From an optimization exercise on the open Yosys and OpenROAD flow, aimed at small area, a short achievable clock period and few clock cycles per item; shortcuts taken in it are not production practice. Only simulation tests tie the RTL to the original design; equivalence was not proved. No activity file was given, so power comes from the tool's default toggle rates.

===== design/flow/config.mk =====
export PLATFORM = sky130hd
export DESIGN_NAME = dual_window_temperature_anomaly_detector
export DESIGN_NICKNAME = dual_window_temperature_anomaly_detector
export VERILOG_FILES = /design/flow/design.v
export SDC_FILE = /design/flow/constraint.sdc
export NUM_CORES = 4
export LEC_CHECK = 0
export CAP_MARGIN = 20
export CORE_MARGIN = 2
export CORE_UTILIZATION = 40
export SLEW_MARGIN = 20

===== design/flow/constraint.sdc =====
create_clock -name core_clock -period 12.0 [get_ports {clk}]
set_input_delay 2.4000 -clock core_clock [delete_from_list [all_inputs] [get_ports {clk}]]
set_output_delay 2.4000 -clock core_clock [all_outputs]
set_load 0.01 [all_outputs]

===== design/flow/design.v =====
package dwtad_pkg;
  localparam int WINDOW_DEPTH = 16;
  localparam int SAMPLE_W = 12;
  localparam int DELTA_W = SAMPLE_W + 1;
  localparam int CNT_W = $clog2(WINDOW_DEPTH + 1);
  localparam int MIN_W = 5;
  localparam int CMP_W = (CNT_W > MIN_W) ? CNT_W : MIN_W;
  localparam int IVL_W = 8;
  localparam int THR_W = 16;
  localparam int DUR_OUT_W = 12;
  localparam int DUR_W = ((CNT_W + IVL_W) > DUR_OUT_W) ? (CNT_W + IVL_W) : DUR_OUT_W;
  localparam int PROD1_W = THR_W + CNT_W;
  localparam int RHS_W = PROD1_W + IVL_W;
  localparam int LHS_W = SAMPLE_W + 6;
  localparam int CFG_IDX_W = 3;
  localparam int CFG_DATA_W = 16;
  typedef enum logic [1:0] {
    OP_PRIMARY   = 2'd0,
    OP_SECONDARY = 2'd1,
    OP_CLEAR     = 2'd2,
    OP_NONE      = 2'd3
  } op_t;
  typedef enum logic [1:0] {
    ST_NORMAL    = 2'd0,
    ST_WARM_LOAD = 2'd1,
    ST_FRIDGE    = 2'd2,
    ST_FREEZER   = 2'd3
  } anomaly_t;
  typedef enum logic [CFG_IDX_W-1:0] {
    REG_MIN_SAMPLES  = 3'd0,
    REG_POLL_IVL     = 3'd1,
    REG_SLOPE_THR    = 3'd2,
    REG_FRIDGE_LIM   = 3'd3,
    REG_FREEZER_LIM  = 3'd4
  } cfg_reg_t;
  typedef enum logic [1:0] {
    SEQ_IDLE,
    SEQ_MUL1,
    SEQ_MUL2,
    SEQ_DECIDE
  } seq_state_t;
  typedef struct packed {
    logic [CNT_W-1:0]          count;
    logic                      ready;
    logic                      over;
    logic signed [SAMPLE_W-1:0] newest;
    logic signed [DELTA_W-1:0]  delta;
  } win_status_t;
endpackage
module dwtad_cell (
  input  logic                                  clk,
  input  logic                                  shift,
  input  logic signed [dwtad_pkg::SAMPLE_W-1:0] din,
  output logic signed [dwtad_pkg::SAMPLE_W-1:0] dout
);
  logic signed [dwtad_pkg::SAMPLE_W-1:0] value;
  always_ff @(posedge clk) begin
    if (shift) begin
      value <= din;
    end
  end
  assign dout = value;
endmodule
module dwtad_window (
  input  logic                                  clk,
  input  logic                                  rst,
  input  logic                                  push,
  input  logic                                  clear,
  input  logic signed [dwtad_pkg::SAMPLE_W-1:0] sample,
  input  logic [dwtad_pkg::MIN_W-1:0]           min_samples,
  input  logic signed [dwtad_pkg::SAMPLE_W-1:0] limit,
  output dwtad_pkg::win_status_t                status
);
  localparam int DEPTH = dwtad_pkg::WINDOW_DEPTH;
  logic signed [dwtad_pkg::SAMPLE_W-1:0] tap [DEPTH];
  logic [dwtad_pkg::CNT_W-1:0]           count;
  logic [dwtad_pkg::CNT_W-1:0]           count_next;
  logic signed [dwtad_pkg::SAMPLE_W-1:0] first;
  logic signed [dwtad_pkg::SAMPLE_W-1:0] oldest;
  logic [dwtad_pkg::CMP_W-1:0]           need;
  logic                                  full;
  for (genvar k = 0; k < DEPTH; k++) begin : g_cell
    if (k == 0) begin : g_head
      dwtad_cell u_cell (.clk(clk), .shift(push), .din(sample), .dout(tap[k]));
    end else begin : g_body
      dwtad_cell u_cell (.clk(clk), .shift(push), .din(tap[k-1]), .dout(tap[k]));
    end
  end
  assign full = (count == dwtad_pkg::CNT_W'(DEPTH));
  always_comb begin
    count_next = count;
    if (clear) begin
      count_next = '0;
    end else if (push && !full) begin
      count_next = count + 1'b1;
    end
  end
  always_ff @(posedge clk) begin
    if (rst) begin
      count <= '0;
    end else begin
      count <= count_next;
    end
  end
  always_ff @(posedge clk) begin
    if (push && (count == '0)) begin
      first <= sample;
    end
  end
  assign oldest = full ? tap[DEPTH-1] : first;
  assign need = (min_samples == '0) ? dwtad_pkg::CMP_W'(1)
                                    : dwtad_pkg::CMP_W'(min_samples);
  always_comb begin
    status.count  = count;
    status.ready  = (dwtad_pkg::CMP_W'(count) >= need);
    status.newest = tap[0];
    status.delta  = {tap[0][dwtad_pkg::SAMPLE_W-1], tap[0]}
                  - {oldest[dwtad_pkg::SAMPLE_W-1], oldest};
    status.over   = (tap[0] > limit)
                 && ((count < dwtad_pkg::CNT_W'(2)) || (tap[1] > limit))
                 && ((count < dwtad_pkg::CNT_W'(3)) || (tap[2] > limit));
  end
endmodule
module dual_window_temperature_anomaly_detector (
  input  logic                                  clk,
  input  logic                                  rst,
  input  logic                                  cfg_we,
  input  logic [dwtad_pkg::CFG_IDX_W-1:0]       cfg_index,
  input  logic [dwtad_pkg::CFG_DATA_W-1:0]      cfg_data,
  input  logic                                  s_tvalid,
  output logic                                  s_tready,
  input  logic [15:0]                           s_tdata,   
  input  logic [1:0]                            s_tuser,   
  output logic                                  m_tvalid,
  input  logic                                  m_tready,
  output logic [47:0]                           m_tdata
);
  localparam int SW = 12;
  localparam int RW = 19;   
  logic [4:0]           min_samples;
  logic [7:0]           poll;
  logic [15:0]          thr;
  logic signed [SW-1:0] fridge_limit;
  logic signed [SW-1:0] freezer_limit;
  always_ff @(posedge clk) begin
    if (rst) begin
      min_samples   <= 5'd3;
      poll          <= 8'd1;
      thr           <= 16'd52;
      fridge_limit  <= SW'(128);
      freezer_limit <= SW'(-160);
    end else if (cfg_we) begin
      case (cfg_index)
        3'd0: min_samples   <= cfg_data[4:0];
        3'd1: poll          <= cfg_data[7:0];
        3'd2: thr           <= cfg_data[15:0];
        3'd3: fridge_limit  <= cfg_data[SW-1:0];
        3'd4: freezer_limit <= cfg_data[SW-1:0];
        default: ;
      endcase
    end
  end
  logic          in_v, sk_v;
  logic [1:0]    in_op, sk_op;
  logic signed [SW-1:0] in_s, sk_s;
  logic          accept, go, busy, out_free;
  assign s_tready = !sk_v;
  assign accept   = s_tvalid && !sk_v;
  assign out_free = !m_tvalid || m_tready;
  assign go       = in_v && out_free && !busy;
  always_ff @(posedge clk) begin
    if (rst) begin
      in_v <= 1'b0;
      sk_v <= 1'b0;
    end else if (go || !in_v) begin
      in_v <= sk_v || accept;
      sk_v <= 1'b0;
    end else if (accept) begin
      sk_v <= 1'b1;
    end
  end
  always_ff @(posedge clk) begin
    if (go || !in_v) begin
      if (sk_v) begin
        in_op <= sk_op;
        in_s  <= sk_s;
      end else begin
        in_op <= s_tuser;
        in_s  <= s_tdata[SW-1:0];
      end
    end
    if (accept) begin
      sk_op <= s_tuser;
      sk_s  <= s_tdata[SW-1:0];
    end
  end
  logic signed [SW-1:0] tap [16];    
  logic signed [SW-1:0] first;       
  logic [4:0]           n0;
  logic signed [SW-1:0] sec [3];     
  logic [4:0]           n1;
  logic is_p, is_s, is_c, is_smp;
  assign is_p   = (in_op == 2'd0);
  assign is_s   = (in_op == 2'd1);
  assign is_c   = (in_op == 2'd2);
  assign is_smp = !in_op[1];
  logic full0;
  assign full0 = n0[4];
  always_ff @(posedge clk) begin
    if (go && is_p) begin
      tap[0] <= in_s;
      for (int k = 1; k < 16; k++) tap[k] <= tap[k-1];
      if (n0 == 5'd0) first <= in_s;
    end
    if (go && is_s) begin
      sec[0] <= in_s;
      sec[1] <= sec[0];
      sec[2] <= sec[1];
    end
  end
  logic [4:0] n0_a, n1_a;    
  always_comb begin
    n0_a = n0;
    n1_a = n1;
    if (is_c) begin
      n0_a = 5'd0;
      n1_a = 5'd0;
    end else begin
      if (is_p && !n0[4]) n0_a = n0 + 5'd1;
      if (is_s && !n1[4]) n1_a = n1 + 5'd1;
    end
  end
  always_ff @(posedge clk) begin
    if (rst) begin
      n0 <= '0;
      n1 <= '0;
    end else if (go) begin
      n0 <= n0_a;
      n1 <= n1_a;
    end
  end
  logic [RW-1:0] tp, r0;
  logic [3:0]    step;        
  logic          ph_r;        
  logic          start;
  assign start = cfg_we && (cfg_index == 3'd1 || cfg_index == 3'd2);
  function automatic logic [RW-1:0] sat_add(input logic [RW:0] a, input logic [RW-1:0] b);
    logic [RW+1:0] s;
    s = {1'b0, a} + {2'b0, b};
    sat_add = {|s[RW+1:RW-1], s[RW-2:0]};
  endfunction
  logic [RW-1:0] r0_inc;    
  logic [RW-1:0] r0_a;      
  assign r0_inc = sat_add({1'b0, r0}, tp);
  assign r0_a   = is_c ? '0 : (is_p && !n0[4]) ? r0_inc : r0;
  always_ff @(posedge clk) begin
    if (rst) begin
      busy <= 1'b0;
      tp   <= RW'(52);
      r0   <= '0;
      step <= '0;
      ph_r <= 1'b0;
    end else if (start) begin
      busy <= 1'b1;
      tp   <= '0;
      r0   <= '0;
      step <= 4'd7;
      ph_r <= 1'b0;
    end else if (busy) begin
      if (!ph_r) begin
        tp <= sat_add({tp, 1'b0}, poll[step[2:0]] ? RW'(thr) : '0);
        if (step == 4'd0) begin
          ph_r <= 1'b1;
          step <= 4'd4;
        end else begin
          step <= step - 4'd1;
        end
      end else begin
        r0 <= sat_add({r0, 1'b0}, n0[step[2:0]] ? tp : '0);
        if (step == 4'd0) busy <= 1'b0;
        else step <= step - 4'd1;
      end
    end else if (go) begin
      r0 <= r0_a;
    end
  end
  logic signed [SW-1:0] p_new, p_old;
  logic signed [SW:0]   delta;
  logic                 gx_f, g0_f, g1_f, g2_f, gx_z, g0_z, g1_z, g2_z;
  logic                 over0, over1, rdy0, rdy1, slope_hit;
  logic [4:0]           need;
  logic [11:0]          dur0, dur1;
  assign gx_f = in_s > fridge_limit;
  assign g0_f = tap[0] > fridge_limit;
  assign g1_f = tap[1] > fridge_limit;
  assign g2_f = tap[2] > fridge_limit;
  assign gx_z = in_s > freezer_limit;
  assign g0_z = sec[0] > freezer_limit;
  assign g1_z = sec[1] > freezer_limit;
  assign g2_z = sec[2] > freezer_limit;
  assign over0 = is_p ? (gx_f && (n0 < 5'd1 || g0_f) && (n0 < 5'd2 || g1_f))
                      : (g0_f && (n0 < 5'd2 || g1_f) && (n0 < 5'd3 || g2_f));
  assign over1 = is_s ? (gx_z && (n1 < 5'd1 || g0_z) && (n1 < 5'd2 || g1_z))
                      : (g0_z && (n1 < 5'd2 || g1_z) && (n1 < 5'd3 || g2_z));
  assign p_new = is_p ? in_s : tap[0];
  always_comb begin
    if (is_p && n0 == 5'd0) p_old = in_s;
    else if (full0)         p_old = is_p ? tap[14] : tap[15];
    else                    p_old = first;
  end
  assign delta = {p_new[SW-1], p_new} - {p_old[SW-1], p_old};
  assign slope_hit = !delta[SW] && ({1'b0, delta[SW-1:0]} > r0_a[RW-1:6]);
  assign need = (min_samples == 5'd0) ? 5'd1 : min_samples;
  assign rdy0 = n0_a >= need;
  assign rdy1 = n1_a >= need;
  assign dur0 = n0_a[4] ? {poll, 4'b0} : 12'(n0_a[3:0] * poll);
  assign dur1 = n1_a[4] ? {poll, 4'b0} : 12'(n1_a[3:0] * poll);
  logic [1:0]           alarm, nxt, cur;
  logic                 ev_valid;
  logic [41:0]          ev_rec;    
  always_comb begin
    nxt = 2'd0;
    if (rdy0 && slope_hit)  nxt = 2'd1;
    else if (rdy0 && over0) nxt = 2'd2;
    else if (rdy1 && over1) nxt = 2'd3;
    cur = is_smp ? nxt : is_c ? 2'd0 : alarm;
    ev_valid = is_smp && (nxt != alarm);
  end
  logic [47:0] res;
  always_comb begin
    res = '0;
    res[1:0] = cur;
    if (ev_valid) begin
      res[2]   = 1'b1;
      res[4:3] = nxt;
      case (nxt)
        2'd1, 2'd2: begin
          res[16:5]  = p_new;
          res[29:17] = delta;
          res[41:30] = dur0;
        end
        2'd3: begin
          res[16:5]  = is_s ? in_s : sec[0];
          res[41:30] = dur1;
          res[42]    = 1'b1;
        end
        default: ;
      endcase
    end
  end
  always_ff @(posedge clk) begin
    if (rst) begin
      alarm    <= 2'd0;
      m_tvalid <= 1'b0;
    end else begin
      if (go) alarm <= cur;
      if (go) m_tvalid <= 1'b1;
      else if (m_tready) m_tvalid <= 1'b0;
    end
  end
  logic [42:0] out_q;
  always_ff @(posedge clk) begin
    if (go) out_q <= res[42:0];
  end
  assign m_tdata = {5'b0, out_q};
endmodule

===== design/flow/run.sh =====
#!/bin/bash
# synth_recipe.tcl (not shown) runs the flow's synth.tcl, then flattens the netlist and writes it again
# the make line also repeats each setting of config.mk as NAME=value (left out here)
make -C /OpenROAD-flow-scripts/flow DESIGN_CONFIG=/design/flow/config.mk WORK_HOME=/design/flow/orfs CLKGATE_MAP_FILE= SYNTH_SCRIPT=/design/flow/synth_recipe.tcl finish

==> run notes <==
state kept, by name, summed over array words and instances (netlist names), 8 cells and up:
name	flops
thr	16
fridge_limit	12
in_s	12
sec	36
freezer_limit	12
r0	19
poll	8
first	12
tp	19
tap	192
sk_s	12
out_q	43
through the flow:
step	hold WS (ns)	cells	cell area, µm²	total power (µW)	setup slack [ns]
after global placement	0.401	2966	25300	2270	4.42
after global routing	0.368	3053	27000	3910	3.55
final	0.371	3054	27000	3750	4.15
after floorplan	0.400	2178	23800	2100	1.02
after CTS	0.351	3052	27000	3790	4.20
after detailed placement	0.405	2966	25400	2290	4.23
metal layers:
layer,GRT usage [%],vias to the layer above
met1,27.5,8320
li1,-,8159
met2,31.9,423
met5,0,-
met3,3.00,102
met4,6.20,2
logic make-up after synthesis:
group | count (synthesis)
XOR/XNOR | 62
buffers and inverters | 201
adder cells (fa/ha/maj) | 250
flip-flops | 423
other | 1
AND/OR/NAND/NOR | 688
AO/OA/AOI/OAI | 489
multiplexers | 60
area by class of cell:
class	count	area, µm²
fill	5399	31900
sequential	423	11600
multi-input combinational	1554	11400
clock buffer	63	1320
timing repair buffer	101	971
tap	773	967
inverter	115	432
clock inverter	23	312
antenna	2	5.00
synth_stat cells (7+ instances only):
cell type	count	area [µm²]
o31ai_1	10	75.1
nand3_1	44	220
inv_1	114	428
mux2i_1	21	210
o21ai_1	7	35.0
dfxtp_1	112	2240
o21ai_0	81	405
o21a_1	20	150
or3_1	8	50.1
nor3_1	39	195
a31oi_1	9	56.3
fa_1	28	561
xnor2_1	38	333
nor2_1	119	447
and3_1	14	87.6
nand3b_1	17	128
edfxtp_1	311	9340
o21bai_1	13	97.6
o211ai_1	18	135
buf_2	7	35.0
o22ai_1	10	62.6
a21o_1	31	233
clkbuf_1	64	240
nor4_1	10	62.6
a22oi_1	17	128
mux2_2	37	417
a211oi_1	41	308
a21oi_1	170	851
and2_1	29	181
nand2b_1	23	144
nor2b_1	56	350
nand2_1	247	927
ha_1	222	2780
nor4b_2	31	465
xor2_1	24	210
nand4_1	18	113
final timing paths:
check	from	depth (start not counted)	endpoint	slack (ns)
min	tap[6][1]$_DFFE_PP_	0	tap[7][1]$_DFFE_PP_	0.37
max	n0[2]$_SDFFE_PP0P_	27	out_q[40]$_SDFFCE_PN0P_	4.15
min reg2reg	tap[6][1]$_DFFE_PP_	0	tap[7][1]$_DFFE_PP_	0.37
max reg2reg	n0[2]$_SDFFE_PP0P_	27	out_q[40]$_SDFFCE_PN0P_	4.15
worst max-delay path: cells and delay by family (launching register included):
family	cells	cell delay [ns]
fa+ha+maj	3	1.31
compound gates	15	3.14
xor+xnor	1	0.28
buf+inv	1	0.25
simple gates	7	2.35
flops	1	0.36
power by group:
part,internal (µW),switching (µW),leakage (µW)
clock,884,603,0.000786
combinational,220,359,0.00559
sequential,1630,55.0,0.00380
==> out/metrics.yaml <==
area_growth_pct: 13.7
crit_top_cell: "a211oi_1"
fin_crit_sh_pct: 65.5
skew_ns: 0.0613
cap_violations: 0
finalSetupViolCount: 0
clk_latency_ns: 0.61
final_cell_mix: "edfxtp_1, nand2_1, ha_1, a21oi_1, nor2_1"
layout.cells.most_common: "edfxtp_1"
yosys_warnings: 3
fin_nets: 2534
synthSimpleGateAreaFrac_pct: 15.5
worstPathRequired_ns: 12.44
io_buffers: 82
relSlewSlack_pct: 27.5
cts_tree: "built"
wl_um: 61000
final_antenna_net_count: 0
grt_max_degree: 193
wire_per_inst_um: 20.0
grt_setup_unrepaired: "false"
cts_buffer_depth: 3
post-route-util_pct: 45.8
via_per_inst: 5.57
hold_class: "reg2reg"
cts_sinks: 423
hold_viol_final: 0
die_area_um2: 61300
hpwlAfterDp_um: 44300
drc: 0
htree_levels: 2
synth_fa_ha_area_share_pct: 14.1
post_cts_buffers: 0
cp.arrival_ns: 8.29
first_global_vias: 16200
cp_slowest_stage_delay_ns: 0.86
ir_worst_vdd_mv: 0.108
top_layer: "met5"
synth_area_um2: 23700
powerDensity_nw_per_um2: 139
gp_congestion: 0.930
yosys.area_share.xor_xnor_pct: 2.29
crit_fanout: 25
p_leak_uw: 0.0102
fmax_mhz: 127
rows: 89
route.met3.wl_um: 3200
vias: 17000
synth.avg_cell_area_um2: 10.9
synth_ff_type: "edfxtp_1"
die_h_um: 248
ys_ff_latch: 423
cts_hold_buf: 0
synth_top_family_by_area: "simple AND/OR/NAND/NOR gates"
synth_edf_count: 311
critical_path_class: "reg2reg"
status: "no timing/DRC/antenna violations"
syn_inst: 2174
pin_count: 92
final.setup.tns_ns: 0
routed-wl-met2_um: 28100
core_um2: 58900
clk_pin_slew_ns: 0.06
dr.pass1.iters: 5
crit_path_start_kind: "flop"
initialDrtViolationCount: 1298
cts_root_buf: "clkbuf_16"
final_layout_size_suffix_gt1_share_pct: 8.34
cts_buffers: 47
cpMaxStageDelayCell: "and3_1"
antenna_found_initial: 2
worst_setup_path_end_kind: "flop"
start_util_pct: 40.3
post_cts_resized: 0
grt_first_pass_wirelength_um: 93600
fp.dieW_um: 248
synthMuxAreaShare_pct: 2.83
ys_types: 81
synthArstFlopShare_pct: 0
slew_viol_final: 0
fin_crit_ns: 7.85
track_usage_pct: 19.8
synth_seq_area_share_pct: 48.8
grt_overflow: 0
synth_compound_area_share_pct: 13.1
wl_met1_um: 28000
worst_slew_pin_slew_ns: 1.08
Testbench counts, summed over its fixed seeds: cycles 13,184, items 12,800.

## separate check: timing with driven ports
The flow's constraints put no driver on any port. The routed layout listed below was extracted and timed again, unchanged, in two steps. Step 1 sets driving cells, clkbuf_16 on the clock port and buf_2 on the other inputs (assumed; they add their load-dependent delay and slew). Step 2 adds t to the input delays and takes it off the output delays; t is the mean of the earliest and latest rising clock arrival at the registers after step 1. Input paths then give back, and output paths get back, about the clock's delay inside the block. Three values: no drivers, after step 1, after step 2; two values: the first two.
t (ns): 0.634
setup WS [ns]: 4.146 / 4.146 / 4.146
worst setup path after step 2: register to register
worst data-port slew with drivers (ns): 0.08
After both steps setup and hold are still met in this run. The setup slack of this run moves by 0.000 ns with the drivers and by 0.000 ns with both steps.
